Source: an optimization exercise on an open RTL-to-GDS flow (aim: a short achievable clock period and few clock cycles). Production flows keep margins and buffers that such runs may drop. The RTL was checked by simulation tests, not by an equivalence proof against the original design. Power figures rest on the tool's default switching activity, not on a simulated workload.

$ cat run.sh
#!/bin/bash
# synth_recipe.tcl (not shown) runs the flow's synth.tcl, then flattens the netlist and writes it again
# the make line also repeats each setting of config.mk as NAME=value (left out here)
make -C /OpenROAD-flow-scripts/flow DESIGN_CONFIG=/design/flow/config.mk WORK_HOME=/design/flow/orfs CLKGATE_MAP_FILE= SYNTH_SCRIPT=/design/flow/synth_recipe.tcl finish
$ cat config.mk
export PLATFORM = sky130hd
export DESIGN_NAME = scene_fetch
export DESIGN_NICKNAME = scene_fetch
export VERILOG_FILES = /design/flow/design.v
export SDC_FILE = /design/flow/constraint.sdc
export NUM_CORES = 4
export LEC_CHECK = 0
export ABC_CLOCK_PERIOD_IN_PS = 2500
export CAP_MARGIN = 20
export CORE_MARGIN = 2
export CORE_UTILIZATION = 40
export SETUP_SLACK_MARGIN = 5
export SLEW_MARGIN = 20
$ cat constraint.sdc
create_clock -name core_clock -period 8.0 [get_ports {clk}]
set_input_delay 1.6000 -clock core_clock [delete_from_list [all_inputs] [get_ports {clk}]]
set_output_delay 1.6000 -clock core_clock [all_outputs]
set_load 0.01 [all_outputs]
$ cat design.v
package rt_pkg;
  typedef logic signed [31:0] fixed_t;   
  typedef struct packed {
    fixed_t z;
    fixed_t y;
    fixed_t x;
  } vec3_t;
  typedef struct packed {
    vec3_t dir;
    vec3_t orig;
  } ray_t;
  typedef struct packed {
    vec3_t v2;
    vec3_t v1;
    vec3_t v0;
  } tri_t;
  localparam int unsigned RAY_HWORDS = 12;
  localparam int unsigned CNT_HWORDS = 2;
  localparam int unsigned TRI_HWORDS = 18;
  localparam logic [1:0] IssHdr  = 2'd0;   
  localparam logic [1:0] IssWait = 2'd1;   
  localparam logic [1:0] IssTri  = 2'd2;   
  localparam logic [1:0] IssEnd  = 2'd3;   
endpackage
module avm_read_issuer #(
  parameter int unsigned MAX_PEND = 4
) (
  input  logic        clk,
  input  logic        reset,
  input  logic        load_i,         
  input  logic [31:0] load_addr_i,
  input  logic        cnt_i,          
  input  logic [31:0] cnt_val_i,
  input  logic        take_i,         
  input  logic        rsp_i,          
  input  logic        waitrequest_i,
  output logic        read_o,
  output logic [31:0] address_o
);
  localparam logic [5:0] SPACE = 6'(2 * rt_pkg::TRI_HWORDS);
  logic [1:0]  ph_q, ph_d;
  logic        read_q, read_d;
  logic [31:0] addr_q, addr_d;
  logic [4:0]  hw_q, hw_d;
  logic [31:0] left_q, left_d;       
  logic [2:0]  pend_q, pend_d;
  logic [5:0]  space_q, space_d;
  logic        acc;
  logic        hw_last, rec_last;
  logic        can_acc, can_noacc;
  logic        pend_ok_acc, pend_ok_noacc;
  assign acc      = read_q && !waitrequest_i;
  assign hw_last  = (ph_q == rt_pkg::IssHdr) ? (hw_q == 5'd13) : (hw_q == 5'd17);
  assign rec_last = (left_q == 32'd1);
  always_comb begin
    can_acc   = 1'b0;
    can_noacc = 1'b0;
    unique case (ph_q)
      rt_pkg::IssHdr: begin
        can_acc   = !hw_last;
        can_noacc = 1'b1;
      end
      rt_pkg::IssWait: begin
        can_acc   = 1'b0;
        can_noacc = cnt_i && (cnt_val_i != 32'd0);
      end
      rt_pkg::IssTri: begin
        can_acc   = !(hw_last && rec_last) && (space_q > 6'd1);
        can_noacc = (space_q != 6'd0);
      end
      default: ;
    endcase
  end
  assign pend_ok_acc   = rsp_i || (pend_q < 3'(MAX_PEND - 1));
  assign pend_ok_noacc = rsp_i || (pend_q < 3'(MAX_PEND));
  always_comb begin
    if (read_q) read_d = waitrequest_i || (can_acc && pend_ok_acc);
    else        read_d = can_noacc && pend_ok_noacc;
    ph_d    = ph_q;
    addr_d  = acc ? addr_q + 32'd2 : addr_q;
    hw_d    = hw_q;
    left_d  = left_q;
    space_d = space_q;
    pend_d  = pend_q + 3'(acc) - 3'(rsp_i);
    if (acc) begin
      hw_d = hw_last ? 5'd0 : hw_q + 5'd1;
      if (ph_q == rt_pkg::IssHdr && hw_last) ph_d = rt_pkg::IssWait;
      if (ph_q == rt_pkg::IssTri) begin
        space_d = space_q - 6'd1;
        if (hw_last) begin
          left_d = left_q - 32'd1;
          if (rec_last) ph_d = rt_pkg::IssEnd;
        end
      end
    end
    if (take_i) space_d = space_d + 6'(rt_pkg::TRI_HWORDS);
    if (ph_q == rt_pkg::IssWait && cnt_i) begin
      ph_d    = (cnt_val_i == 32'd0) ? rt_pkg::IssEnd : rt_pkg::IssTri;
      left_d  = cnt_val_i;
      space_d = SPACE;
    end
    if (load_i) begin
      read_d  = 1'b1;
      addr_d  = load_addr_i;
      ph_d    = rt_pkg::IssHdr;
      hw_d    = '0;
      pend_d  = '0;
    end
  end
  always_ff @(posedge clk) begin
    if (!reset) begin
      read_q  <= 1'b0;
      ph_q    <= rt_pkg::IssEnd;
      hw_q    <= '0;
      pend_q  <= '0;
      space_q <= '0;
    end else begin
      read_q  <= read_d;
      ph_q    <= ph_d;
      hw_q    <= hw_d;
      pend_q  <= pend_d;
      space_q <= space_d;
    end
  end
  always_ff @(posedge clk) begin
    addr_q <= addr_d;
    left_q <= left_d;
  end
  assign read_o    = read_q;
  assign address_o = addr_q;
endmodule
module scene_fetch #(
  parameter int unsigned MAX_PEND = 4
) (
  input  logic                 clk,
  input  logic                 reset,
  input  logic                 start,
  input  logic [31:0]          base_addr,
  output logic                 avm_m0_read,
  output logic [31:0]          avm_m0_address,
  output logic [1:0]           avm_m0_byteenable,
  input  logic                 avm_m0_waitrequest,
  input  logic [15:0]          avm_m0_readdata,
  input  logic                 avm_m0_readdatavalid,
  output logic [191:0]         o_ray,
  output logic                 o_ray_valid,
  output logic [287:0]         o_tri,
  output logic [31:0]          o_tri_index,
  output logic                 o_tri_valid,
  input  logic                 i_tri_ready,
  output logic                 o_tri_last,
  output logic [31:0]          o_tri_cnt,
  output logic                 o_busy,
  output logic                 o_done
);
  logic         busy_q, done_q, done_d;
  logic         load;
  logic         rdv_q;
  logic [15:0]  rd_q;
  logic         rx_tri_q, rx_tri_d;
  logic [4:0]   rx_hw_q, rx_hw_d;
  logic [287:0] rec_q, rec_d;
  logic         full_q, full_d;      
  logic [191:0] ray_q;
  logic         ray_valid_q, ray_valid_d;
  logic [31:0]  cnt_q;
  logic [287:0] tri_q;
  logic         tri_valid_q, tri_valid_d;
  logic [31:0]  idx_q, ld_q;         
  logic         last_q;
  logic         take_q;
  logic         ray_ld, cnt_ld, tri_ld, rec_end, handshake;
  logic [31:0]  cnt_val;
  assign load      = start && !busy_q;
  assign handshake = tri_valid_q && i_tri_ready;
  avm_read_issuer #(.MAX_PEND(MAX_PEND)) u_issuer (
    .clk           (clk),
    .reset         (reset),
    .load_i        (load),
    .load_addr_i   (base_addr),
    .cnt_i         (cnt_ld),
    .cnt_val_i     (cnt_val),
    .take_i        (take_q),
    .rsp_i         (avm_m0_readdatavalid),
    .waitrequest_i (avm_m0_waitrequest),
    .read_o        (avm_m0_read),
    .address_o     (avm_m0_address)
  );
  assign rec_d   = rdv_q ? {rd_q, rec_q[287:16]} : rec_q;
  assign ray_ld  = rdv_q && !rx_tri_q && (rx_hw_q == 5'd11);
  assign cnt_ld  = rdv_q && !rx_tri_q && (rx_hw_q == 5'd13);
  assign cnt_val = rec_d[287:256];
  assign rec_end = rdv_q && rx_tri_q && (rx_hw_q == 5'd17);
  assign tri_ld  = (full_q || rec_end) && !tri_valid_q;
  always_comb begin
    rx_tri_d    = rx_tri_q;
    rx_hw_d     = rx_hw_q;
    full_d      = full_q;
    ray_valid_d = ray_valid_q;
    tri_valid_d = tri_valid_q;
    done_d      = 1'b0;
    if (rdv_q) begin
      if (cnt_ld) begin
        rx_tri_d = 1'b1;
        rx_hw_d  = '0;
      end else if (rec_end) begin
        rx_hw_d  = '0;
      end else begin
        rx_hw_d  = rx_hw_q + 5'd1;
      end
    end
    if (ray_ld) ray_valid_d = 1'b1;
    if (cnt_ld && cnt_val == 32'd0) done_d = 1'b1;
    if (handshake) begin
      tri_valid_d = 1'b0;
      if (last_q) done_d = 1'b1;
    end
    if (rec_end) full_d = 1'b1;
    if (tri_ld) begin
      full_d      = 1'b0;
      tri_valid_d = 1'b1;
    end
    if (load) begin
      rx_tri_d    = 1'b0;
      rx_hw_d     = '0;
      full_d      = 1'b0;
      ray_valid_d = 1'b0;
    end
  end
  always_ff @(posedge clk) begin
    if (!reset) begin
      busy_q      <= 1'b0;
      done_q      <= 1'b0;
      rdv_q       <= 1'b0;
      rx_tri_q    <= 1'b0;
      rx_hw_q     <= '0;
      full_q      <= 1'b0;
      ray_valid_q <= 1'b0;
      tri_valid_q <= 1'b0;
      take_q      <= 1'b0;
    end else begin
      busy_q      <= load || (busy_q && !done_q);
      done_q      <= done_d;
      rdv_q       <= avm_m0_readdatavalid;
      rx_tri_q    <= rx_tri_d;
      rx_hw_q     <= rx_hw_d;
      full_q      <= full_d;
      ray_valid_q <= ray_valid_d;
      tri_valid_q <= tri_valid_d;
      take_q      <= handshake;
    end
  end
  always_ff @(posedge clk) begin
    rd_q  <= avm_m0_readdata;
    rec_q <= rec_d;
    if (ray_ld) ray_q <= rec_d[287:96];
    if (cnt_ld) begin
      cnt_q <= cnt_val;
      ld_q  <= '0;
    end
    if (tri_ld) begin
      tri_q  <= rec_d;
      idx_q  <= ld_q;
      last_q <= (ld_q == cnt_q - 32'd1);
      ld_q   <= ld_q + 32'd1;
    end
  end
  assign avm_m0_byteenable = 2'b11;
  assign o_ray       = ray_q;
  assign o_ray_valid = ray_valid_q;
  assign o_tri       = tri_q;
  assign o_tri_index = idx_q;
  assign o_tri_valid = tri_valid_q;
  assign o_tri_last  = last_q;
  assign o_tri_cnt   = cnt_q;
  assign o_busy      = busy_q;
  assign o_done      = done_q;
endmodule
==> summary.txt <==
die area=87,600 sq um; Crit path max-delay family=simple AND/OR/NAND/NOR gates; Initial Util=40.2%; setup TNS=0 ps; slowest CP cell=clkdlybuf4s50_1; fin cells=4,091; reg2reg path depth=8; TritonCTS clock tree=done; drt total wl=92.2 mm; final setup fails=0; Yosys top cell area share=56.5%; Finished Cell Area=45,500 sq um; Antenna Nets Post-Route=0; First-pass DRT Iterations=7; Hold WC Path Type=flop to flop; hold path startpoint=rec_q[15]; hold buffers post-CTS=0; DR vias/cell=4.95; Worst EP required=8520 ps; Critical Path AT=3550 ps; Hold Path Stages=1; Hold Fails Final Rpt=0; area delta synth->final=33.6%; Max Cap Viol=0; fill cell count=7,059; vias in the first global route=20,556; initial antenna violation count=1; Syn Area/Cell=16.3 sq um; Post-synth EDFFs=641; core area=84,700 sq um; CTS Sinks=975; Die Height=296 um; Post-Synthesis Cells=2,096; Placement Cell Area=41,800 sq um; Hold EP=rec_q[15]; status=timing/DRC/antenna clean; Synth Cell Area=34,100 sq um; Diodes inserted=0; Final min period=3030 ps; endpoint class of the critical path=flop; First DRT Iteration DRCs=1,428; leading post-synthesis cells by cell area=edfxtp_1, dfxtp_1, mux2_2; wire length per cell=22.5 um; clk_skew=29.2 ps; sequential cell area=25,900 sq um; CTS clk-pin slew, worst paths=60 ps; R2R setup slack=5150 ps; CP startpoint kind=input port; GR Overflow Total=0; gpl congestion=0.858; fin. max-slew vios=0; cell taking the most area after synthesis=edfxtp_1; port bufs=635; global-route usage over all layers=20.5%; R2R Path End=last_q; post-synthesis register bit count=975; Worst-Margin Slew=1080 ps; Pleak=16.9 nW; synth cell count leaders=edfxtp_1, dfxtp_1, mux2_2; clock buffer depth=3; Critical path buffers and inverters=2; asr flop ratio synth=0%; chip width=296 um; Final Cycle Share=37.8%; H-tree depth=3; fmax=330 MHz; dominant synthesized flop cell=edfxtp_1; crit-path max FO=9; DR vias=20,241; first-pass GRT wire length=133 mm; critical setup path kind=input port to flop; Final HPWL DP=64.5 mm; pin count of the biggest net entering global routing=138; detailed-route DRC error count=0; Seq/Total Area, Yosys=76.1%; CTS buffer count=101; Pwr per Cell Area=280 nW/um^2; Largest stage delay, worst path=420 ps; row cnt=107; Yosys cell types=66; CP Cell Sequence=clkdlybuf4s50_1, nand2b_1, clkinv_1, nand3b_1, nor4_2, xor2_1, xnor2_1, a21oi_1; num ports=638; Rel. slew slack=27.9%; Root Buffer=clkbuf_16; R2R Path Start=cnt_q[0]; Setup Slack @ Placement=4070 ps; nets=2,929; synth warn=2; RSZ-0062 raised after global routing=yes; most numerous cell in the Yosys netlist=edfxtp_1; Max VDD drop=223 uV; # placed instances=3,819; fraction of layout cells with a size suffix above 1=20.9%; clock latency (worst-skew pair)=660 ps; PnR worst setup slack=4970 ps; Multi-input gate area=7940 sq um
==> worst max-delay path by stage <==
| stage | start | depth (start not counted) | end | slack [ps] |
|---|---|---|---|---|
| after floorplan | rx_hw_q[1] | 6 | idx_q[0] | 1820 |
| after global placement | avm_m0_waitrequest | 5 | u_issuer.left_q[1] | 4140 |
| after detailed placement | avm_m0_waitrequest | 5 | u_issuer.left_q[18] | 4070 |
| after CTS | last_q | 1 | o_tri_last | 4990 |
| after global routing | avm_m0_waitrequest | 10 | u_issuer.space_q[5] | 4860 |
| final | avm_m0_waitrequest | 8 | u_issuer.space_q[5] | 4970 |
==> area by class of cell <==
| class | count | share of cell area (%) |
|---|---|---|
| repair buffers | 728 | 14.6 |
| clock buffers | 128 | 6.04 |
| inverters | 25 | 0.214 |
| flip-flops and latches | 975 | 57.0 |
| multi-input cells | 1027 | 17.4 |
| clock inverters | 64 | 1.59 |
| well taps | 1144 | 3.14 |
==> stage by stage <==
step	power, mW	utilization [%]	hold slack [ps]
finish	12.7	53.7	476
global placement	7.96	49.3	456
CTS	12.9	53.5	478
floorplan	7.38	-	421
global route	13.2	53.7	494
detailed placement	8.03	49.3	461
==> per-layer routing <==
layer  routed length (um)  global-route usage, %  vias to the layer above
met4                 2060                   5.79                        0
met1                37600                   26.0                    10216
li1                     -                      -                     9287
met3                 6370                   4.95                      117
met5                    0                      0                        -
met2                46200                   34.8                      621
==> placed cells by master, fill, tap and decap left out, types with 22 or more instances in the layout <==
| master | count |
|---|---|
| dfxtp_1 | 330 |
| dlygate4sd2_1 | 403 |
| nor3_1 | 22 |
| buf_4 | 81 |
| inv_1 | 22 |
| mux2_2 | 289 |
| edfxtp_1 | 641 |
| nor2_1 | 114 |
| xnor2_1 | 78 |
| nand2_1 | 126 |
| clkdlybuf4s15_2 | 24 |
| clkdlybuf4s50_1 | 53 |
| clkinv_1 | 24 |
| clkbuf_16 | 102 |
| nand3_1 | 34 |
| clkdlybuf4s15_1 | 134 |
| xor2_1 | 63 |
| o21ai_0 | 73 |
==> logic make-up after synthesis <==
kind of cell,after synthesis,synth area share [%]
buffers and inverters,96,1.14
DFF,975,76.1
xor gates and xnor gates,141,3.62
adders and majority gates,17,0.646
and+or+nand+nor,440,6.54
other,1,0.0110
muxes,293,9.66
AOI/OAI and AO/OA,133,2.29
==> registers in the layout (all words and copies together), names as in the netlist, named ones only <==
signal and flops:
busy_q 1, cnt_q 32, done_q 1, full_q 1, idx_q 32, last_q 1, ld_q 32, ray_q 192
ray_valid_q 1, rd_q 16, rdv_q 1, rec_q 288, rx_hw_q 5, rx_tri_q 1, take_q 1, tri_q 288
tri_valid_q 1, u_issuer.addr_q 32, u_issuer.hw_q 5, u_issuer.left_q 32, u_issuer.pend_q 3, u_issuer.ph_q 2, u_issuer.read_q 1, u_issuer.space_q 5
==> repair_timing <==
action | CTS | global route
setup buffers | 68 | 9
setup endpoints to repair | 1116 | 326
resized for setup | 800 | 52
pin swaps | 2 | 2
gates cloned | 2 | 0
==> power by group <==
part           switching, mW  internal, mW  leakage (nW)  total [mW]
clock                   1.98          2.81          1.67        4.80
combinational          0.638         0.572          6.57        1.21
sequential             0.455          6.29          8.67        6.74
Testbench counts, summed over its fixed seeds: cycles 89,920.

## afterwards: timing with drivers on the ports
In the flow no input, the clock included, has a driving cell. The finished layout below was timed again as built, in two steps. Step 1 sets driving cells, clkbuf_16 on the clock port and buf_2 on the other inputs (assumed; they add their load-dependent delay and slew). Step 2 moves the port delays by t, midway between the first and last clock arrival at a register: inputs arrive t later, outputs are due t later. That takes back most of the time a late clock gives input paths. Slacks: no drivers / after step 1 / after step 2; pairs: no drivers / after step 1.
shift t [ns]: 0.708
setup WS [ns]: 4.973 / 4.970 / 4.280
worst setup path after step 2: input to register
clock arrival spread, ns: 0.033 / 0.034
worst data-port slew with drivers (ns): 0.07
After both steps this run still meets setup and hold. For this run, drivers alone change the setup slack by -0.003 ns; drivers and shift together by -0.693 ns.
